From an optimization exercise on the open Yosys and OpenROAD flow, aimed at small area, a short achievable clock period and few clock cycles per item; shortcuts taken in it are not production practice. In this exercise RTL edits were held to simulation tests only and were not proved equivalent to the original. The clock input has no modelled driver; a real chip could not lean on it and would need a root buffer or a full tree. Power and IR drop assume default switching activity.

<file path="flow/run.sh">
#!/bin/bash
# synth_recipe.tcl (not shown) runs the flow's synth.tcl, then flattens the netlist and writes it again
# the make line also repeats each setting of config.mk as NAME=value (left out here)
make -C /OpenROAD-flow-scripts/flow DESIGN_CONFIG=/design/flow/config.mk WORK_HOME=/design/flow/orfs CLKGATE_MAP_FILE= SYNTH_SCRIPT=/design/flow/synth_recipe.tcl finish
</file>
<file path="flow/config.mk">
export PLATFORM = sky130hd
export DESIGN_NAME = fec_frame_receiver
export DESIGN_NICKNAME = fec_frame_receiver
export VERILOG_FILES = /design/flow/design.v
export SDC_FILE = /design/flow/constraint.sdc
export NUM_CORES = 4
export LEC_CHECK = 0
export CAP_MARGIN = 20
export CORE_MARGIN = 2
export CORE_UTILIZATION = 40
export SLEW_MARGIN = 20
</file>
<file path="flow/constraint.sdc">
create_clock -name core_clock -period 14.0 [get_ports {clk}]
set_input_delay 2.8000 -clock core_clock [delete_from_list [all_inputs] [get_ports {clk}]]
set_output_delay 2.8000 -clock core_clock [all_outputs]
set_load 0.01 [all_outputs]
</file>
<file path="flow/design.v">
package fec_rx_pkg;
  localparam int unsigned NSTATES          = 8;
  localparam logic [15:0] CRC_POLY         = 16'h8005;
  localparam logic [15:0] CRC_INIT         = 16'hFFFF;
  localparam int unsigned DATA_W_DEFAULT   = 32;
  localparam int unsigned METRIC_W_DEFAULT = 8;
  function automatic logic [15:0] crc16_step(input logic [15:0] crc, input logic d);
    crc16_step = {crc[14:0], 1'b0} ^ ((crc[15] ^ d) ? 16'h8005 : 16'h0000);   
  endfunction
endpackage
module viterbi_acs (
  input  logic [7:0][3:0] metric_i,
  input  logic [1:0]      pair_i,
  output logic [7:0][3:0] metric_o,
  output logic [7:0]      decision_o
);
  for (genvar j = 0; j < 4; j++) begin : g_bfly
    localparam logic [1:0] Jv = 2'(j);
    localparam logic       O1 = Jv[1];
    localparam logic       O0 = Jv[1] ^ Jv[0];
    logic       e1, e0;        
    logic       x0, x1, x2;    
    logic [3:0] a, b;
    logic signed [4:0] d;
    assign e1 = pair_i[1] ^ O1;
    assign e0 = pair_i[0] ^ O0;
    assign x0 = ~e1 & ~e0;
    assign x1 = e1 ^ e0;
    assign x2 = e1 & e0;
    assign a  = metric_i[j];
    assign b  = metric_i[j+4];
    assign d  = {1'b0, b} - {1'b0, a};
    assign decision_o[2*j]   = x0 ? (d < -5'sd2) : x1 ? (d < 5'sd0) : (d < 5'sd2);
    assign decision_o[2*j+1] = x2 ? (d < -5'sd2) : x1 ? (d < 5'sd0) : (d < 5'sd2);
    logic [3:0] w_e, w_o;
    logic [1:0] bm_e, bm_o;
    assign w_e  = decision_o[2*j]   ? b : a;
    assign w_o  = decision_o[2*j+1] ? b : a;
    assign bm_e = x1 ? 2'd1 : ((decision_o[2*j]   ^ x2) ? 2'd2 : 2'd0);
    assign bm_o = x1 ? 2'd1 : ((decision_o[2*j+1] ^ x0) ? 2'd2 : 2'd0);
    assign metric_o[2*j]   = w_e + {2'b00, bm_e};
    assign metric_o[2*j+1] = w_o + {2'b00, bm_o};
  end
endmodule
import fec_rx_pkg::*;
module fec_frame_receiver #(
  parameter int unsigned DATA_W   = DATA_W_DEFAULT,
  parameter int unsigned METRIC_W = METRIC_W_DEFAULT
) (
  input  logic                clk,
  input  logic                rst_n,
  input  logic                in_valid,
  input  logic                in_data,
  output logic                in_ready,
  output logic                out_valid,
  output logic [DATA_W-1:0]   out_data,
  output logic                crc_ok,
  output logic [METRIC_W-1:0] err_metric
);
  localparam int unsigned N  = DATA_W + 16;   
  localparam int unsigned PW = N - 3;         
  logic           rdy_q;
  logic           pol_q;
  logic           phase_q, go_q;
  logic [1:0]     rx_q;
  logic [5:0]     step_q;
  logic           fin_q, fin2_q, rt0_q, pend_q;
  logic [2:0]     rt_q;
  logic [3:0]     cnt_q;
  logic           ov_q;
  logic [7:0][3:0]    metric_q, metric_in, metric_new;
  logic [7:0]         decision;
  logic [3:0]         base_q;
  logic [7:0][PW-1:0] path_q;
  logic [2:0]         best_q;
  logic [7:0]         err_q;
  logic [N-1:0]       out_q;
  logic [15:0]        crc_q, crc_nx;
  logic               crc_ok_q;
  wire accept = in_valid & rdy_q;
  wire first  = (step_q == 6'd0);
  wire last   = (step_q == 6'(N - 1));
  wire norm   = metric_q[0][3] & metric_q[1][3] & metric_q[2][3] & metric_q[3][3] &
                metric_q[4][3] & metric_q[5][3] & metric_q[6][3] & metric_q[7][3];
  wire ld     = pend_q & pol_q;
  always_comb begin
    for (int s = 0; s < 8; s++) begin
      if (first)     metric_in[s] = (s == 0) ? 4'd0 : 4'd8;
      else if (norm) metric_in[s] = {1'b0, metric_q[s][2:0]};
      else           metric_in[s] = metric_q[s];
    end
  end
  viterbi_acs u_acs (
    .metric_i  (metric_in),
    .pair_i    (rx_q),
    .metric_o  (metric_new),
    .decision_o(decision)
  );
  logic [3:0] pick;
  logic [3:0] pick_q;
  for (genvar k = 0; k < 4; k++) begin : g_pick
    assign pick[k] = metric_q[2*k+1] < metric_q[2*k];
  end
  logic [3:0] l1_m [4];
  logic [2:0] l1_s [4];
  for (genvar k = 0; k < 4; k++) begin : g_l1
    assign l1_m[k] = pick_q[k] ? metric_q[2*k+1] : metric_q[2*k];
    assign l1_s[k] = {2'(k), pick_q[k]};
  end
  logic [3:0] l2_m [2];
  logic [2:0] l2_s [2];
  for (genvar k = 0; k < 2; k++) begin : g_l2
    assign l2_m[k] = (l1_m[2*k+1] < l1_m[2*k]) ? l1_m[2*k+1] : l1_m[2*k];
    assign l2_s[k] = (l1_m[2*k+1] < l1_m[2*k]) ? l1_s[2*k+1] : l1_s[2*k];
  end
  wire        l3   = l2_m[1] < l2_m[0];
  wire  [2:0] best = l3 ? l2_s[1] : l2_s[0];
  wire  [3:0] best_m = l3 ? l2_m[1] : l2_m[0];
  always_ff @(posedge clk) begin
    if (!rst_n) begin
      rdy_q   <= 1'b0;
      pol_q   <= 1'b0;
      phase_q <= 1'b0;
      go_q    <= 1'b0;
      step_q  <= '0;
      fin_q   <= 1'b0;
      fin2_q  <= 1'b0;
      rt0_q   <= 1'b0;
      rt_q    <= '0;
      pend_q  <= 1'b0;
      cnt_q   <= '0;
      ov_q    <= 1'b0;
    end else begin
      rdy_q <= 1'b1;
      pol_q <= ~pol_q;
      if (accept) phase_q <= ~phase_q;
      go_q <= accept & phase_q;
      if (go_q) step_q <= last ? 6'd0 : step_q + 6'd1;
      fin_q  <= go_q & last;
      fin2_q <= fin_q;
      rt_q   <= {fin2_q, rt_q[2:1]};
      rt0_q  <= rt_q[0];
      pend_q <= rt0_q | (pend_q & ~pol_q);
      if (ld) cnt_q <= 4'd12;
      else if (cnt_q != 4'd0) cnt_q <= cnt_q - 4'd1;
      ov_q <= (cnt_q == 4'd1);
    end
  end
  always_ff @(posedge clk) begin
    if (accept) rx_q <= {rx_q[0], in_data};
    if (go_q) begin
      metric_q <= metric_new;
      base_q   <= first ? 4'd0 : base_q + {3'd0, norm};
    end
    if (fin_q) pick_q <= pick;
    if (fin2_q) begin
      best_q <= best;
      err_q  <= {1'b0, base_q + {3'd0, norm}, best_m[2:0]};
    end
  end
  wire       upd_nx  = (go_q & (step_q >= 6'd3)) | (|rt_q);
  wire       rbit    = (rt_q[2] & best_q[2]) | (rt_q[1] & best_q[1]) | (rt_q[0] & best_q[0]);
  logic       hold_q, route_q;
  logic [7:0] s0_q, s1_q;
  always_ff @(posedge clk) begin
    hold_q  <= ~upd_nx;
    route_q <= |rt_q;
    for (int s = 0; s < 8; s++) begin
      s0_q[s] <= upd_nx & ~((|rt_q) ? rbit : decision[s]);
      s1_q[s] <= upd_nx &  ((|rt_q) ? rbit : decision[s]);
    end
  end
  for (genvar g = 0; g < 8; g++) begin : g_path
    localparam logic [2:0] Ns = 3'(g);
    localparam logic [2:0] P0 = {1'b0, Ns[2:1]};
    localparam logic [2:0] P1 = {1'b1, Ns[2:1]};
    logic [PW-1:0] a, b;
    assign a = {path_q[P0][PW-2:0], route_q ? path_q[P0][PW-1] : pol_q};
    assign b = {path_q[P1][PW-2:0], route_q ? path_q[P1][PW-1] : ~pol_q};
    always_ff @(posedge clk)
      path_q[g] <= ~((a & {PW{s0_q[g]}}) | (b & {PW{s1_q[g]}}) | (path_q[g] & {PW{hold_q}}));
  end
  wire [PW-1:0] win = {path_q[0][2:0], path_q[0][PW-1:3]};   
  always_comb begin
    crc_nx = crc_q;
    for (int i = 0; i < 4; i++) crc_nx = fec_rx_pkg::crc16_step(crc_nx, out_q[N-1-i] ^ pol_q);
  end
  always_ff @(posedge clk) begin
    out_q <= ~(ld ? {win, best_q ^ {3{pol_q}}} : {out_q[N-5:0], out_q[N-1 -: 4]});
    crc_q <= ld ? CRC_INIT : crc_nx;
    crc_ok_q <= (crc_nx == 16'd0);
  end
  assign in_ready   = rdy_q;
  assign out_valid  = ov_q;
  assign out_data   = out_q[N-1 -: DATA_W];
  assign crc_ok     = crc_ok_q;
  assign err_metric = err_q;
endmodule
</file>
==> results of run 1 <==
[worst max-delay path, delay by kind of cell, from the launching register on]
kind            cells  cell delay [ns]
compound gates      7             2.02
simple gates        5             1.60
xor+xnor            1             0.16
fa+ha+maj           2             1.03
flops               1             0.35
[logic make-up (layout without fill, tap and decap cells)]
kind of cell | count (synthesis) | in the layout | share of synthesized area, %
AO/OA/AOI/OAI | 513 | 513 | 22.83
XOR/XNOR | 53 | 53 | 2.272
adder cells (fa/ha/maj) | 74 | 74 | 4.972
buffers and inverters | 236 | 211 | 5.076
flip-flops | 517 | 517 | 53.20
multiplexers | 87 | 87 | 4.274
other | 1 | 1 | 0.01835
AND/OR/NAND/NOR | 290 | 290 | 7.360
[registers in the layout, indices dropped and copies added, names as in the netlist, 2 cells and up]
name / count
base_q: 4
err_q: 7
rt_q: 3
out_q: 48
pick_q: 4
path_q: 360
metric_q: 32
s0_q: 8
step_q: 6
cnt_q: 4
best_q: 3
s1_q: 8
crc_q: 16
rx_q: 2
[through the flow]
step	instances	hold WS, ns	total power, mW
6_report	2418	0.4021	3.310
5_1_grt	2418	0.4199	3.440
4_1_cts	2417	0.4107	3.341
3_5_place_dp	2322	0.4076	1.879
3_3_place_gp	2321	0.4076	1.872
2_1_floorplan	1771	0.3915	1.820
[cell usage after synthesis, drive strengths merged, types with 4 or more instances]
library cell  number  area, µm²
nand2             94      352.8
ha                62      775.7
a31oi              5      31.28
nand2b            20      125.1
or3                4      25.02
inv               51      191.4
clkbuf           128      480.5
o211ai             4      30.03
buf               56      361.6
a21o              25      187.7
nand3             17      85.08
a222oi           361       3613
fa                12      240.2
a211oi             9      97.59
nor3              12      65.06
edfxtp            52       1562
and2              33      210.2
a21oi             40      207.7
o21a               5      37.54
and4               4      35.03
nor2b             15      93.84
nand4              8      65.06
nor2              52      195.2
dfxtp            465       9309
and3               4      25.02
nor4               8      65.06
xnor2             33      289.0
xor2              20      175.2
mux2i             85      850.8
o21ai             37      185.2
[how the worst max path moves through the flow]
stage                   end  cells after the start       from  slack [ns]
3_5_place_dp    metric_q[7]                     15  step_q[5]        8.76
6_report        metric_q[7]                     15  step_q[5]        8.67
3_3_place_gp   metric_q[18]                     18  step_q[2]        8.92
2_1_floorplan   metric_q[6]                     15  step_q[2]        9.29
4_1_cts         metric_q[7]                     15  step_q[5]        8.75
5_1_grt         metric_q[7]                     17  step_q[2]        8.33
[area by class of cell]
cell class	instances	area [µm²]
Clock buffer	69	1489
Clock inverter	26	325.3
Fill cell	4594	27370
Inverter	52	195.2
Multi-Input combinational cell	1018	8533
Sequential cell	517	10890
Tap cell	672	840.8
Timing Repair Buffer	64	633.1
[power groups by stage]
stage	registers [mW]	logic (mW)	clock network [mW]
after floorplan	1.64	0.179	0
after global placement	1.66	0.211	0
after detailed placement	1.66	0.218	0
after CTS	1.63	0.220	1.49
after global routing	1.64	0.246	1.55
final	1.63	0.219	1.46
[routing by layer]
metal  GRT usage, %  up-vias  part of all wire, %
met3          3.026       74                  7.4
li1               -     7031                    -
met2          31.09      625                   46
met5              0        -                    0
met4          6.331        0                  2.0
met1          26.95     7594                   44
==> flow_summary_export.csv, run 1 <==
group,metric,value,unit
sta,timing.setup.tns,0,ns
placed_design,detailed_place_hpwl,32.55,mm
worst_setup_path,critical_path.slowest_cell,"nor4_4",
run,drv_cap,0,
clock_network,clk_pin_slew,0.06,ns
clock_network,post-cts-setup-buffers,0,
floorplan,die-height,230.0,µm
synth,netlist_instances,1771,
clock_network,cts-root-to-sink-buffers,3,
detailed_routing,drt-initial-drc-count,2672,
detailed_routing,remaining_drc_errors,0,
placed_design,placed_cell_area,21060,µm²
clock_network,clk_latency,0.61,ns
synth,synthDistinctLibCells,71,
worst_setup_path,crit_path_cell_trace,"nor4_4 > and2_2 > nor2_1 > fa_1 > nor4b_1 > a2111oi_0 > a21boi_0 > a211oi_2 > o21ai_0 > ha_1 > a21o_1 > nand2_1 > xor2_1 > a21oi_1 > a31oi_1",
worst_setup_path,crit_fanout,18,
detailed_routing,wl,53.00,mm
grt,first_global_vias,14810,
final_layout,layout.cells.most_common,"dfxtp_1",
worst_setup_path,timing.critical_path.from_type,"flip-flop",
clock_network,num_clock_sinks,517,
worst_setup_path,rr_startpoint,"step_q[5]",
power_and_ir_drop,sw_frac_of_total,23.06,%
hold_path,worst_hold_startpoint,"out_q[5]",
final_layout,most-common-layout-cells,"dfxtp_1 (456), a222oi_1 (361), nand2_1 (93)",
detailed_routing,number_of_nets_with_antenna_violations_after_detailed_routing,0,
clock_network,cts_root_buf,"clkbuf_16",
power_and_ir_drop,worst_ir_drop_vdd,0.1165,mV
worst_setup_path,timing.setup.critical_path_class,"reg -> reg",
clock_network,cts_tree,"yes",
synth,syn_area,20430,µm²
synth,synth.ff_latch_count,517,
floorplan,die-area,52910,µm²
synth,syn_nets,1849,
sta,maxSlewHeadroom,24.81,%
hold_path,worst_hold_path.endpoint,"out_q[9]",
grt,antenna_found_initial,0,
detailed_routing,routed_via_density,6.337,
floorplan,top_level_ports,47,
power_and_ir_drop,cellLeakagePower,8.941,nW
power_and_ir_drop,combPwrFrac,6.6,%
grt,grt_pass1_wl,84.02,mm
sta,worst_slack,8.671,ns
worst_setup_path,worstReg2RegEnd,"metric_q[7]",
sta,rsz_0062_raised_after_global_routing,"false",
worst_setup_path,regToRegSetupSlack,8.67,ns
placed_design,pre_cts_slack,8.759,ns
worst_setup_path,arrival,5.77,ns
power_and_ir_drop,share_seq_of_total_power,49.2,%
clock_network,htreeDepth,2,
floorplan,die_width,230.0,µm
sta,fmax,187.6,MHz
floorplan,row_count,82,
clock_network,tritoncts.num_buffers,53,
final_layout,share_of_layout_cells_above_drive_strength_1,7.904,%
synth,synth_warnings,5,
worst_setup_path,required,14.44,ns
power_and_ir_drop,internal_power,2.547,mW
sta,timing.final.max_slew_violations,0,
sta,worst_clock_skew_on_the_final_layout,0.02127,ns
synth,async_s_r_ff_share_synth,0,%
final_layout,final_util,45.57,%
synth,edff_count_synth,52,
hold_path,worst_hold_class,"reg -> reg",
floorplan,design.core.area,50270,µm²
clock_network,cts-hold-fix-buffers,0,
final_layout,num_antenna_cells,0,
sta,finalHoldViolCount,0,
worst_setup_path,crit_path_max_incr_delay,0.73,ns
detailed_routing,wl_per_cell,21.92,µm
final_layout,synthToLayoutAreaGrowth,12.11,%
placed_design,placement.io_buffers,45,
detailed_routing,via_count,15320,
worst_setup_path,cp-end-kind,"flip-flop",
sta,finalSetupViolations,0,
sta,min_period_over_period,38.07,%
clock_network,post_cts.resized_instances,0,
detailed_routing,dr.pass1.iters,17,
hold_path,hold_path_depth,1,
sta,finalWorstPathRequiredPeriod,5.329,ns
placed_design,globalplace.congestion,0.8747,
synth,ys_seq_area_share,53.20,%
worst_setup_path,r2r_cells,15,
sta,timing_worst_slew_pin_value,1.128,ns
power_and_ir_drop,pwr-share-clk,44.1,%
synth,average_footprint_of_a_synthesized_cell,11.54,µm²
status,outcome,"complete, no violations",
power_and_ir_drop,power_per_cell_area,144.5,nW/µm²
grt,globalRouteTotalUtil,19.46,%
grt,largest_net_degree_at_the_start_of_global_routing,117,
grt,overflow,0,
synth,synth_top_flop_cell,"dfxtp_1",
final_layout,fin_area,22910,µm²
final_layout,final_net_count,1784,
floorplan,floorplan.initialDensity,40.64,%
power_and_ir_drop,power.net_switching,763.3,µW
Testbench counts, summed over its fixed seeds: cycles 30,904, frames 320.
==> run 2: changes to the inputs <==
--- a/flow/design.v
+++ b/flow/design.v
@@ -11,4 +11,6 @@
 module viterbi_acs (
   input  logic [7:0][3:0] metric_i,
+  input  logic            first_i,
+  input  logic            norm_i,
   input  logic [1:0]      pair_i,
   output logic [7:0][3:0] metric_o,
@@ -28,17 +30,20 @@
     assign x1 = e1 ^ e0;
     assign x2 = e1 & e0;
-    assign a  = metric_i[j];
-    assign b  = metric_i[j+4];
-    assign d  = {1'b0, b} - {1'b0, a};
+    if (j == 0) begin : g_a0
+      assign a = first_i ? 4'd0 : {metric_i[j][3] & ~norm_i, metric_i[j][2:0]};
+    end else begin : g_an
+      assign a = first_i ? 4'd8 : {metric_i[j][3] & ~norm_i, metric_i[j][2:0]};
+    end
+    assign b = first_i ? 4'd8 : {metric_i[j+4][3] & ~norm_i, metric_i[j+4][2:0]};
+    assign d = {1'b0, b} - {1'b0, a};
     assign decision_o[2*j]   = x0 ? (d < -5'sd2) : x1 ? (d < 5'sd0) : (d < 5'sd2);
     assign decision_o[2*j+1] = x2 ? (d < -5'sd2) : x1 ? (d < 5'sd0) : (d < 5'sd2);
-    logic [3:0] w_e, w_o;
-    logic [1:0] bm_e, bm_o;
-    assign w_e  = decision_o[2*j]   ? b : a;
-    assign w_o  = decision_o[2*j+1] ? b : a;
-    assign bm_e = x1 ? 2'd1 : ((decision_o[2*j]   ^ x2) ? 2'd2 : 2'd0);
-    assign bm_o = x1 ? 2'd1 : ((decision_o[2*j+1] ^ x0) ? 2'd2 : 2'd0);
-    assign metric_o[2*j]   = w_e + {2'b00, bm_e};
-    assign metric_o[2*j+1] = w_o + {2'b00, bm_o};
+    logic [3:0] a_x, a_y, b_x, b_y;   
+    assign a_x = a + (x2 ? 4'd2 : x1 ? 4'd1 : 4'd0);
+    assign a_y = a + (x0 ? 4'd2 : x1 ? 4'd1 : 4'd0);
+    assign b_x = b + (x2 ? 4'd2 : x1 ? 4'd1 : 4'd0);
+    assign b_y = b + (x0 ? 4'd2 : x1 ? 4'd1 : 4'd0);
+    assign metric_o[2*j]   = decision_o[2*j]   ? b_y : a_x;
+    assign metric_o[2*j+1] = decision_o[2*j+1] ? b_x : a_y;
   end
 endmodule
@@ -69,5 +74,5 @@
   logic [3:0]     cnt_q;
   logic           ov_q;
-  logic [7:0][3:0]    metric_q, metric_in, metric_new;
+  logic [7:0][3:0]    metric_q, metric_new;
   logic [7:0]         decision;
   logic [3:0]         base_q;
@@ -79,18 +84,13 @@
   logic               crc_ok_q;
   wire accept = in_valid & rdy_q;
-  wire first  = (step_q == 6'd0);
   wire last   = (step_q == 6'(N - 1));
   wire norm   = metric_q[0][3] & metric_q[1][3] & metric_q[2][3] & metric_q[3][3] &
                 metric_q[4][3] & metric_q[5][3] & metric_q[6][3] & metric_q[7][3];
+  logic first_q, norm_q, upd_q;
   wire ld     = pend_q & pol_q;
-  always_comb begin
-    for (int s = 0; s < 8; s++) begin
-      if (first)     metric_in[s] = (s == 0) ? 4'd0 : 4'd8;
-      else if (norm) metric_in[s] = {1'b0, metric_q[s][2:0]};
-      else           metric_in[s] = metric_q[s];
-    end
-  end
   viterbi_acs u_acs (
-    .metric_i  (metric_in),
+    .metric_i  (metric_q),
+    .first_i   (first_q),
+    .norm_i    (norm_q),
     .pair_i    (rx_q),
     .metric_o  (metric_new),
@@ -124,4 +124,6 @@
       go_q    <= 1'b0;
       step_q  <= '0;
+      first_q <= 1'b1;
+      upd_q   <= 1'b0;
       fin_q   <= 1'b0;
       fin2_q  <= 1'b0;
@@ -137,4 +139,6 @@
       go_q <= accept & phase_q;
       if (go_q) step_q <= last ? 6'd0 : step_q + 6'd1;
+      if (go_q) first_q <= last;
+      if (go_q) upd_q <= (step_q >= 6'd2) & ~last;
       fin_q  <= go_q & last;
       fin2_q <= fin_q;
@@ -149,7 +153,8 @@
   always_ff @(posedge clk) begin
     if (accept) rx_q <= {rx_q[0], in_data};
+    norm_q <= norm;
     if (go_q) begin
       metric_q <= metric_new;
-      base_q   <= first ? 4'd0 : base_q + {3'd0, norm};
+      base_q   <= first_q ? 4'd0 : base_q + {3'd0, norm_q};
     end
     if (fin_q) pick_q <= pick;
@@ -159,5 +164,5 @@
     end
   end
-  wire       upd_nx  = (go_q & (step_q >= 6'd3)) | (|rt_q);
+  wire       upd_nx  = (go_q & upd_q) | (|rt_q);
   wire       rbit    = (rt_q[2] & best_q[2]) | (rt_q[1] & best_q[1]) | (rt_q[0] & best_q[0]);
   logic       hold_q, route_q;
==> flow/flow/run.sh (new file) <==
#!/bin/bash
# Layout flow: the standard ORFS flow (standard.sh), with the port buffers made of
# sky130_fd_sc_hd__buf_2 instead of the resizer's default pick (a slow delay cell).
set -euo pipefail
export BUFFER_PORTS_ARGS="-buffer_cell sky130_fd_sc_hd__buf_2"
bash standard.sh finish > standard_flow.log 2>&1
==> flow/standard.sh (new file) <==
#!/bin/bash
# synth_recipe.tcl (not shown) runs the flow's synth.tcl, then flattens the netlist and writes it again
# the make line also repeats each setting of config.mk as NAME=value (left out here)
make -C /OpenROAD-flow-scripts/flow DESIGN_CONFIG=/design/flow/config.mk WORK_HOME=/design/flow/orfs CLKGATE_MAP_FILE= SYNTH_SCRIPT=/design/flow/synth_recipe.tcl "${@:-finish}"
--- a/flow/config.mk
+++ b/flow/config.mk
@@ -9,3 +9,5 @@
 export CORE_MARGIN = 2
 export CORE_UTILIZATION = 40
+export CTS_CLUSTER_DIAMETER = 100
+export CTS_CLUSTER_SIZE = 30
 export SLEW_MARGIN = 20
removed: flow/run.sh
==> flow_summary_export.csv, run 2 <==
group,metric,value,unit
synth,synth_top_flop_cell,"dfxtp_1",
clock_network,htreeDepth,1,
grt,largest_net_degree_at_the_start_of_global_routing,187,
floorplan,design.core.area,51200,µm²
power_and_ir_drop,share_seq_of_total_power,62.4,%
final_layout,final_util,42.11,%
placed_design,placed_cell_area,20900,µm²
status,outcome,"complete, no violations",
synth,synthTopCellsByArea,"dfxtp_1 (45%), a222oi_1 (17%), edfxtp_1 (7.6%)",
sta,timing_worst_slew_pin_value,1.143,ns
power_and_ir_drop,sw_frac_of_total,22.79,%
power_and_ir_drop,combPwrFrac,6.2,%
clock_network,cts-root-to-sink-buffers,3,
power_and_ir_drop,power.net_switching,569.7,µW
grt,overflow,0,
worst_setup_path,crit_path_cell_trace,"buf_2",
worst_setup_path,required,11.20,ns
synth,synth_warnings,5,
worst_setup_path,crit_path_max_incr_delay,0.46,ns
sta,timing.final.max_slew_violations,0,
grt,antenna_found_initial,0,
power_and_ir_drop,internal_power,1.930,mW
synth,syn_nets,1869,
power_and_ir_drop,worst_ir_drop_vdd,0.07869,mV
worst_setup_path,timing.setup.critical_path_class,"reg -> out",
worst_setup_path,critical_path.n_buffers_inverters,1,
sta,maxSlewHeadroom,23.81,%
clock_network,clk_pin_slew,0.11,ns
sta,finalWorstPathRequiredPeriod,4.012,ns
hold_path,worst_hold_class,"reg -> reg",
final_layout,largest_register_ff_count,360,
clock_network,post_cts.resized_instances,0,
clock_network,tritoncts.num_buffers,22,
detailed_routing,number_of_nets_with_antenna_violations_after_detailed_routing,0,
synth,average_footprint_of_a_synthesized_cell,11.54,µm²
floorplan,die_width,231.2,µm
synth,netlist_top_cells_count,"dfxtp_1 (468), a222oi_1 (361), clkbuf_1 (145)",
sta,min_period_over_period,28.66,%
final_layout,num_antenna_cells,0,
clock_network,clk_latency,0.57,ns
worst_setup_path,cp_top_family,"flip-flops",
floorplan,row_count,83,
sta,worst_slack,9.988,ns
placed_design,detailed_place_hpwl,31.61,mm
final_layout,most-common-layout-cells,"dfxtp_1 (454), a222oi_1 (361), mux2i_1 (79)",
clock_network,cts-hold-fix-buffers,0,
final_layout,largest-register,"path_q",
synth,async_s_r_ff_share_synth,0,%
synth,ys_seq_area_share,52.92,%
final_layout,final_net_count,1743,
clock_network,cts_tree,"yes",
sta,timing.setup.tns,0,ns
floorplan,die-height,231.2,µm
synth,synth_top_cell_by_area,"dfxtp_1",
power_and_ir_drop,power_per_cell_area,116.0,nW/µm²
run,drv_cap,0,
placed_design,placement.io_buffers,45,
final_layout,synthToLayoutAreaGrowth,4.392,%
detailed_routing,via_count,15250,
worst_setup_path,crit_fanout,3,
worst_setup_path,arrival,1.21,ns
synth,edff_count_synth,52,
detailed_routing,dr.pass1.iters,15,
grt,globalRouteTotalUtil,18.67,%
power_and_ir_drop,cellLeakagePower,8.207,nW
detailed_routing,drt-initial-drc-count,2687,
final_layout,layout.cells.most_common,"dfxtp_1",
sta,fmax,249.2,MHz
power_and_ir_drop,pwr-share-clk,31.3,%
worst_setup_path,critical_path.slowest_cell,"dfxtp_1",
final_layout,layout_top_registers,"path_q x360, out_q x48, metric_q x32",
synth,synthDistinctLibCells,66,
detailed_routing,remaining_drc_errors,0,
worst_setup_path,cp-end-kind,"output pin",
floorplan,die-area,53470,µm²
detailed_routing,wl_per_cell,22.06,µm
synth,netlist_instances,1790,
sta,worst_clock_skew_on_the_final_layout,0.01882,ns
synth,syn_area,20650,µm²
detailed_routing,routed_via_density,6.491,
detailed_routing,wl,51.81,mm
synth,synth_largest_type_area_fraction,45.36,%
floorplan,floorplan.initialDensity,40.34,%
synth,synth.most_common_cell,"dfxtp_1",
grt,first_global_vias,14340,
floorplan,top_level_ports,47,
worst_setup_path,timing.critical_path.from_type,"flip-flop",
synth,synth.ff_latch_count,520,
clock_network,num_clock_sinks,520,
clock_network,post-cts-setup-buffers,0,
final_layout,share_of_layout_cells_above_drive_strength_1,7.909,%
sta,rsz_0062_raised_after_global_routing,"false",
final_layout,fin_area,21560,µm²
clock_network,cts_root_buf,"clkbuf_16",
grt,grt_pass1_wl,81.70,mm
placed_design,globalplace.congestion,0.8706,
sta,finalSetupViolations,0,
sta,finalHoldViolCount,0,
placed_design,pre_cts_slack,10.51,ns
==> run 2: changes by cell type in the layout (fill, tap and decap cells not counted), sizes merged, moves of 26 or more <==
cell / before / now
nand2: 94 / 58
buf: 19 / 57
clkbuf: 69 / 26
a21oi: 40 / 75
clkdlybuf4s50: 45 / 0
and2: 33 / 7
==> run 2: layout make-up <==
type | instances | area (µm²)
Multi-Input combinational cell | 1029 | 8630
Inverter | 34 | 127.6
Tap cell | 680 | 850.8
Timing Repair Buffer | 57 | 327.8
Clock inverter | 3 | 62.56
Fill cell | 4834 | 29640
Sequential cell | 520 | 10970
Clock buffer | 26 | 596.8
==> run 2: path summary, 6_finish.rpt <==
path / slack (ns) / end / cells past startpoint / from
worst max-delay path: 9.99 / out_data[28] / 1 / out_q[44]
worst min-delay path: 0.42 / out_q[13] / 1 / out_q[9]
worst max register to register: 10.46 / metric_q[5] / 9 / first_q
worst min register to register: 0.42 / out_q[13] / 1 / out_q[9]
==> run 2: power by group through the flow <==
stage,sequential [mW],clock (mW),combinational (mW)
floorplan,1.59,0,0.135
global placement,1.60,0,0.153
detailed placement,1.59,0,0.157
CTS,1.56,0.803,0.158
global route,1.57,0.854,0.177
finish,1.56,0.783,0.156
==> run 2: kinds of logic (layout without fill, tap and decap cells) <==
family / count (synthesis) / in the layout / share of synthesized area (%)
AO/OA/AOI/OAI: 560 / 560 / 23.54
XOR/XNOR: 50 / 50 / 2.157
adder cells (fa/ha/maj): 84 / 84 / 4.980
buffers and inverters: 241 / 120 / 5.331
flip-flops: 520 / 520 / 52.92
multiplexers: 100 / 100 / 5.192
other: 1 / 1 / 0.01816
AND/OR/NAND/NOR: 234 / 234 / 5.858
==> run 2: metal layers <==
layer	share of wire (%)	track usage, %	up-vias
met3	6.6	2.141	69
met1	44	25.64	7585
li1	-	-	6987
met5	0	0	-
met4	2.4	5.363	0
met2	47	30.93	607
==> run 2: per-stage QoR <==
stage	hold slack (ns)	total power [mW]	cells
6_report	0.4175	2.500	2349
5_1_grt	0.4436	2.596	2349
4_1_cts	0.4212	2.522	2349
3_5_place_dp	0.4085	1.751	2320
3_3_place_gp	0.4038	1.749	2320
2_1_floorplan	0.3916	1.723	1790
Testbench counts of run 2, summed over its fixed seeds: cycles 30,904, frames 320.
==> run 3: changes to the inputs <==
--- a/flow/design.v
+++ b/flow/design.v
@@ -98,23 +98,17 @@
   );
   logic [3:0] pick;
-  logic [3:0] pick_q;
-  for (genvar k = 0; k < 4; k++) begin : g_pick
+  logic [3:0] l1_m [4];
+  for (genvar k = 0; k < 4; k++) begin : g_l1
     assign pick[k] = metric_q[2*k+1] < metric_q[2*k];
+    assign l1_m[k] = pick[k] ? metric_q[2*k+1] : metric_q[2*k];
   end
-  logic [3:0] l1_m [4];
-  logic [2:0] l1_s [4];
-  for (genvar k = 0; k < 4; k++) begin : g_l1
-    assign l1_m[k] = pick_q[k] ? metric_q[2*k+1] : metric_q[2*k];
-    assign l1_s[k] = {2'(k), pick_q[k]};
-  end
-  logic [3:0] l2_m [2];
-  logic [2:0] l2_s [2];
-  for (genvar k = 0; k < 2; k++) begin : g_l2
-    assign l2_m[k] = (l1_m[2*k+1] < l1_m[2*k]) ? l1_m[2*k+1] : l1_m[2*k];
-    assign l2_s[k] = (l1_m[2*k+1] < l1_m[2*k]) ? l1_s[2*k+1] : l1_s[2*k];
-  end
-  wire        l3   = l2_m[1] < l2_m[0];
-  wire  [2:0] best = l3 ? l2_s[1] : l2_s[0];
-  wire  [3:0] best_m = l3 ? l2_m[1] : l2_m[0];
+  wire        q0 = l1_m[1] < l1_m[0];
+  wire        q1 = l1_m[3] < l1_m[2];
+  logic [1:0] ia_q, ib_q;    
+  wire  [3:0] m_a    = metric_q[{1'b0, ia_q}];
+  wire  [3:0] m_b    = metric_q[{1'b1, ib_q}];
+  wire        l3     = m_b < m_a;
+  wire  [2:0] best   = l3 ? {1'b1, ib_q} : {1'b0, ia_q};
+  wire  [3:0] best_m = l3 ? m_b : m_a;
   always_ff @(posedge clk) begin
     if (!rst_n) begin
@@ -158,9 +152,10 @@
       base_q   <= first_q ? 4'd0 : base_q + {3'd0, norm_q};
     end
-    if (fin_q) pick_q <= pick;
-    if (fin2_q) begin
-      best_q <= best;
-      err_q  <= {1'b0, base_q + {3'd0, norm}, best_m[2:0]};
+    if (fin_q) begin
+      ia_q <= q0 ? {1'b1, pick[1]} : {1'b0, pick[0]};
+      ib_q <= q1 ? {1'b1, pick[3]} : {1'b0, pick[2]};
     end
+    if (fin2_q) best_q <= best;
+    err_q <= fin2_q ? ({1'b0, base_q + {3'd0, norm}, best_m[2:0]} ^ {8{~pol_q}}) : ~err_q;
   end
   wire       upd_nx  = (go_q & upd_q) | (|rt_q);
@@ -200,4 +195,4 @@
   assign out_data   = out_q[N-1 -: DATA_W];
   assign crc_ok     = crc_ok_q;
-  assign err_metric = err_q;
+  assign err_metric = err_q;   
 endmodule
==> flow/flow/run.sh (replaced) <==
#!/bin/bash
# Layout flow: the standard ORFS flow (standard.sh) with three changes:
#  - the port buffers are sky130_fd_sc_hd__buf_2 instead of the resizer's default pick
#    (a slow delay cell);
#  - after CTS, the clock tree is reshaped into two balanced levels: the clock port drives
#    four root buffers, each driving a quarter of CTS's leaf buffers (clk_roots.tcl);
#  - the flip-flops that drive output ports get a stronger drive of the same cell type
#    (upsize_out.tcl).
# Each tool's output goes to a log file of its own in this folder.
set -euo pipefail
export BUFFER_PORTS_ARGS="-buffer_cell sky130_fd_sc_hd__buf_2"
bash standard.sh cts > standard_to_cts.log 2>&1
RESULTS="$PWD/orfs/results/${FLOW_PLATFORM}/fec_frame_receiver/base" FLOWDIR="$PWD/flow" \
  openroad -no_init -exit flow/post_cts.tcl > post_cts.log 2>&1
bash standard.sh finish > standard_finish.log 2>&1
==> flow/flow/clk_roots.tcl (new file) <==
# Reshape the clock tree that CTS built into two balanced levels: the clock port drives
# NROOTS root buffers directly, and each root drives a group of the leaf buffers (the
# buffers that drive the flip-flops). Intermediate buffers and CTS's dummy loads are removed.
set block [ord::get_db_block]
set nroots $::env(CLK_NROOTS)
proc out_net {inst} {
  foreach it [$inst getITerms] {
    if {[$it isOutputSignal]} {
      set n [$it getNet]
      if {$n eq "NULL"} { return "" }
      return $n
    }
  }
  return ""
}
proc in_iterm {inst} {
  foreach it [$inst getITerms] { if {[$it isInputSignal]} { return $it } }
  return ""
}
proc is_clkbuf {inst} { return [string match "sky130_fd_sc_hd__clkbuf*" [[$inst getMaster] getName]] }

set clk [$block findNet $::env(CLK_PORT)]
# dummy loads: clock cells without an output net
foreach inst [$block getInsts] {
  if {![string match "clkload*" [$inst getName]]} continue
  if {[out_net $inst] ne ""} continue
  foreach it [$inst getITerms] { if {[$it getNet] ne "NULL"} { $it disconnect } }
  odb::dbInst_destroy $inst
}
# collect leaf buffers: clock buffers that drive at least one non-buffer load
set leaves {}
set inner {}
proc walk {net} {
  global leaves inner
  foreach it [$net getITerms] {
    if {![$it isInputSignal]} continue
    set inst [$it getInst]
    if {![is_clkbuf $inst]} continue
    set on [out_net $inst]
    if {$on eq ""} continue
    set leafy 0
    foreach s [$on getITerms] {
      if {[$s isInputSignal] && ![is_clkbuf [$s getInst]]} { set leafy 1 }
    }
    if {$leafy} { lappend leaves $inst } else { lappend inner $inst; walk $on }
  }
}
walk $clk
# leaves that also drive buffers would be unbalanced: refuse
foreach l $leaves {
  foreach s [[out_net $l] getITerms] {
    if {[$s isInputSignal] && [is_clkbuf [$s getInst]]} { puts "clk_roots: mixed leaf [$l getName]"; exit 1 }
  }
}
puts "clk_roots: [llength $leaves] leaf buffers, [llength $inner] inner buffers"
# detach and remove the inner buffers (the old root included)
foreach l $leaves { [in_iterm $l] disconnect }
foreach b $inner {
  set on [out_net $b]
  foreach it [$b getITerms] { if {[$it getNet] ne "NULL"} { $it disconnect } }
  odb::dbInst_destroy $b
  if {$on ne ""} { odb::dbNet_destroy $on }
}
# split the leaves into groups of neighbours: sort by x into columns, then each by y
proc xy {inst} { set b [$inst getBBox]; return [expr {([$b xMin] + [$b xMax]) / 2}] }
proc yy {inst} { set b [$inst getBBox]; return [expr {([$b yMin] + [$b yMax]) / 2}] }
set byx [lsort -command {apply {{a b} {expr {[xy $a] - [xy $b]}}}} $leaves]
set ncol [expr {$nroots >= 4 ? 2 : 1}]
set nrow [expr {$nroots / $ncol}]
set groups {}
set per [expr {double([llength $byx]) / $ncol}]
for {set c 0} {$c < $ncol} {incr c} {
  set col [lrange $byx [expr {int(round($c*$per))}] [expr {int(round(($c+1)*$per))-1}]]
  set col [lsort -command {apply {{a b} {expr {[yy $a] - [yy $b]}}}} $col]
  set per2 [expr {double([llength $col]) / $nrow}]
  for {set r 0} {$r < $nrow} {incr r} {
    lappend groups [lrange $col [expr {int(round($r*$per2))}] [expr {int(round(($r+1)*$per2))-1}]]
  }
}
set master [[ord::get_db] findMaster $::env(CLK_ROOT_CELL)]
set k 0
foreach g $groups {
  if {[llength $g] == 0} continue
  set sx 0; set sy 0
  foreach l $g { set sx [expr {$sx + [xy $l]}]; set sy [expr {$sy + [yy $l]}] }
  set cx [expr {int($sx / [llength $g])}]; set cy [expr {int($sy / [llength $g])}]
  set r [odb::dbInst_create $block $master "clkroot_$k"]
  $r setLocation $cx $cy
  $r setPlacementStatus PLACED
  set n [odb::dbNet_create $block "clknet_root_$k"]
  $n setSigType CLOCK
  [in_iterm $r] connect $clk
  foreach it [$r getITerms] { if {[$it isOutputSignal]} { $it connect $n } }
  foreach l $g { [in_iterm $l] connect $n }
  puts "clk_roots: root $k drives [llength $g] leaves at ($cx, $cy)"
  incr k
}
==> flow/flow/post_cts.tcl (new file) <==
# Runs between ORFS's cts and grt steps on the CTS result (4_cts.odb, rewritten in place).
set res $::env(RESULTS)
read_db $res/4_cts.odb
set ::env(CLK_PORT) clk
set ::env(CLK_NROOTS) 4
set ::env(CLK_ROOT_CELL) sky130_fd_sc_hd__clkbuf_16
set ::env(OUT_FF_DRIVE) 4
source $::env(FLOWDIR)/clk_roots.tcl
source $::env(FLOWDIR)/upsize_out.tcl
detailed_placement
check_placement -verbose
write_db $res/4_cts.odb
==> flow/flow/upsize_out.tcl (new file) <==
# Give the flip-flops that drive output ports (through their port buffers) a stronger
# drive strength of the same cell type, and the output port buffers a stronger buffer.
set block [ord::get_db_block]
set db [ord::get_db]
proc stronger {name} {
  # sky130_fd_sc_hd__dfxtp_1 -> sky130_fd_sc_hd__dfxtp_<n>
  regsub {_[0-9]+$} $name "_$::env(OUT_FF_DRIVE)" n
  return $n
}
set nff 0
foreach bt [$block getBTerms] {
  if {[$bt getIoType] ne "OUTPUT"} continue
  set net [$bt getNet]
  foreach it [$net getITerms] {
    if {![$it isOutputSignal]} continue
    set buf [$it getInst]
    # the port buffer's input net and its driver
    foreach bi [$buf getITerms] {
      if {![$bi isInputSignal]} continue
      set n2 [$bi getNet]
      if {$n2 eq "NULL"} continue
      foreach d [$n2 getITerms] {
        if {![$d isOutputSignal]} continue
        set ff [$d getInst]
        set m [[$ff getMaster] getName]
        if {![string match "sky130_fd_sc_hd__df*" $m]} continue
        set nm [$db findMaster [stronger $m]]
        if {$nm eq "NULL"} continue
        $ff swapMaster $nm
        incr nff
      }
    }
  }
}
puts "upsize_out: $nff output flip-flops upsized"
==> flow_summary_export.csv, run 3 <==
group,metric,value,unit
status,outcome,"complete, no violations",
detailed_routing,number_of_nets_with_antenna_violations_after_detailed_routing,0,
clock_network,num_clock_sinks,521,
final_layout,largest-register,"path_q",
synth,ys_seq_area_share,52.53,%
grt,globalRouteTotalUtil,19.80,%
clock_network,clk_pin_slew,0.11,ns
placed_design,detailed_place_hpwl,33.16,mm
detailed_routing,wl_per_cell,22.92,µm
floorplan,die-height,231.6,µm
grt,overflow,0,
power_and_ir_drop,power_per_cell_area,112.0,nW/µm²
synth,synth_largest_type_area_fraction,46.01,%
clock_network,clk_latency,0.37,ns
worst_setup_path,required,14.05,ns
grt,antenna_found_initial,4,
floorplan,design.core.area,51300,µm²
synth,synthDistinctLibCells,53,
sta,timing.setup.tns,0,ns
detailed_routing,routed_via_density,6.501,
floorplan,floorplan.initialDensity,40.37,%
worst_setup_path,cp-end-kind,"flip-flop",
final_layout,layout.cells.most_common,"dfxtp_1",
sta,finalHoldViolCount,0,
clock_network,post_cts.resized_instances,0,
sta,timing_worst_slew_pin_value,1.171,ns
sta,fmax,264.4,MHz
sta,finalSetupViolations,0,
synth,async_s_r_ff_share_synth,0,%
final_layout,synthToLayoutAreaGrowth,5.376,%
final_layout,layout.cells.non_filler,2374,
sta,maxSlewHeadroom,21.93,%
synth,netlist_instances,1802,
sta,rsz_0062_raised_after_global_routing,"false",
grt,grt_pass1_wl,85.95,mm
synth,synth_top_flop_cell,"dfxtp_1",
detailed_routing,wl,54.40,mm
final_layout,final_net_count,1776,
detailed_routing,drt-initial-drc-count,2563,
worst_setup_path,arrival,3.84,ns
synth,synth.most_common_cell,"dfxtp_1",
synth,netlist_top_cells_count,"dfxtp_1 (476), a222oi_1 (361), clkbuf_1 (138)",
synth,syn_nets,1884,
placed_design,placement.io_buffers,46,
final_layout,largest_register_ff_count,360,
synth,synth.ff_latch_count,521,
grt,largest_net_degree_at_the_start_of_global_routing,121,
final_layout,layout_top_registers,"path_q x360, out_q x48, metric_q x32",
floorplan,die-area,53620,µm²
final_layout,most-common-layout-cells,"dfxtp_1 (429), a222oi_1 (361), ha_1 (78)",
clock_network,post-cts-setup-buffers,0,
placed_design,globalplace.congestion,0.8809,
final_layout,nFillCells,4836,
worst_setup_path,timing.critical_path.from_type,"flip-flop",
detailed_routing,dr.pass1.iters,14,
floorplan,die_width,231.6,µm
floorplan,top_level_ports,47,
run,drv_cap,0,
floorplan,row_count,83,
worst_setup_path,timing.setup.critical_path_class,"reg -> reg",
worst_setup_path,crit_fanout,46,
power_and_ir_drop,cellLeakagePower,8.088,nW
sta,timing.final.max_slew_violations,0,
clock_network,cts-hold-fix-buffers,0,
detailed_routing,remaining_drc_errors,0,
synth,synthTopCellsByArea,"dfxtp_1 (46%), a222oi_1 (17%), edfxtp_1 (6.5%)",
power_and_ir_drop,worst_ir_drop_vdd,0.07995,mV
final_layout,share_of_layout_cells_above_drive_strength_1,10.46,%
grt,first_global_vias,15010,
synth,synth_warnings,2,
detailed_routing,via_count,15430,
sta,finalWorstPathRequiredPeriod,3.782,ns
hold_path,worst_hold_class,"reg -> reg",
sta,worst_clock_skew_on_the_final_layout,0.06781,ns
placed_design,post-place-cells,2349,
synth,syn_area,20710,µm²
synth,average_footprint_of_a_synthesized_cell,11.49,µm²
synth,synth_top_cell_by_area,"dfxtp_1",
sta,min_period_over_period,27.02,%
synth,edff_count_synth,45,
[run 3: cell types whose count changed in the layout (fill, tap and decap cells not counted), sizes merged, moves of 7 or more]
cell,previous run,this run
dfxtp,468,476
o21ai,39,50
a21o,16,7
mux2,21,31
nor2,46,53
buf,57,68
mux4,0,8
edfxtp,52,45
xnor2,32,41
[run 3: layout make-up]
| class | instances | area [µm²] | share of cell area (%) |
|---|---|---|---|
| antenna | 2 | 5.005 | 0.02293 |
| buffer | 4 | 100.1 | 0.4586 |
| clock buffer | 19 | 475.5 | 2.178 |
| inverter | 35 | 131.4 | 0.6019 |
| multi-input combinational | 1045 | 8815 | 40.39 |
| tap | 680 | 850.8 | 3.898 |
| sequential | 521 | 11050 | 50.62 |
| timing repair buffer | 68 | 399.1 | 1.829 |
[run 3: logic make-up after synthesis]
family / Yosys count / share of synthesized area (%)
adder cells (fa/ha/maj): 93 / 5.437
multiplexers: 112 / 6.192
AND/OR/NAND/NOR: 233 / 5.588
flip-flops: 521 / 52.53
XOR/XNOR: 56 / 2.368
buffers and inverters: 236 / 4.947
AO/OA/AOI/OAI: 551 / 22.94
[run 3: metrics by stage]
| step | util [%] | hold WS (ns) | power, mW | setup WS [ns] | cell area, µm² |
|---|---|---|---|---|---|
| after floorplan | - | 0.3916 | 1.721 | 10.69 | 20710 |
| after detailed placement | 41.09 | 0.4169 | 1.755 | 10.30 | 21080 |
| final | 42.54 | 0.4080 | 2.445 | 10.22 | 21830 |
| after global routing | 42.53 | 0.4401 | 2.545 | 9.905 | 21820 |
| after global placement | 41.09 | 0.4151 | 1.749 | 10.38 | 21080 |
| after CTS | 42.34 | 0.4273 | 2.517 | 9.978 | 21720 |
[run 3: critical path: stages, from the launching register on]
cell      delay [ns]
dfxtp_1         0.31
buf_4           0.28
inv_1           0.60
buf_4           0.41
o21ai_0         0.16
ha_1            0.26
or3_1           0.38
o211ai_1        0.12
nand2_1         0.09
o21ai_0         0.31
o21ai_2         0.20
mux2_2          0.33
[run 3: final timing paths]
kind	endpoint	from	slack, ns	cells past startpoint
hold / removal	out_q[8]	out_q[4]	0.41	1
hold reg to reg	out_q[8]	out_q[4]	0.41	1
setup reg to reg	metric_q[19]	first_q	10.22	11
setup / recovery	metric_q[19]	first_q	10.22	11
[run 3: per-layer routing]
| metal | GRT usage [%] | up-vias | share of wire, % |
|---|---|---|---|
| met2 | 32.08 | 617 | 46 |
| met4 | 5.469 | 0 | 2.1 |
| li1 | - | 7080 | - |
| met1 | 27.59 | 7675 | 44 |
| met5 | 0 | - | 0 |
| met3 | 2.744 | 62 | 7.1 |
[run 3: power breakdown]
part	switching [mW]	internal [mW]	leakage [nW]
combinational	0.0808	0.0779	3.13
clock	0.433	0.299	0.283
sequential	0.0234	1.53	4.67
total	0.538	1.91	8.09
Testbench counts of run 3, summed over its fixed seeds: cycles 30,904, frames 320.

-- afterwards: timing with drivers on the ports --
No port has a modelled driver above. Below, the same layouts with a new extraction and two added sets of constraints.
Step 1 (the two cells are an assumption about what drives the block):
set clk [get_ports {clk}]
set_driving_cell -lib_cell sky130_fd_sc_hd__clkbuf_16 $clk
set_driving_cell -lib_cell sky130_fd_sc_hd__buf_2 [delete_from_list [all_inputs] $clk]
Step 2 moves the port delays by t, midway between the first and last clock arrival at a register: inputs arrive t later, outputs are due t later. That takes back most of the time a late clock gives input paths.
Slacks: ideal ports / drivers / drivers and shift; pairs: ideal ports / drivers.
run | t, ns | setup slack, ns | hold WS [ns] | cell pins on the clock port's net
run 1 | 0.653 | 8.671 / 8.671 / 8.671 | 0.402 / 0.402 / 0.402 | 1
run 2 | 0.619 | 9.988 / 9.934 / 10.457 | 0.418 / 0.418 / 0.418 | 1
run 3 | 0.456 | 10.218 / 10.202 / 10.218 | 0.408 / 0.408 / 0.408 | 4
After both steps setup and hold are still met in every run listed.
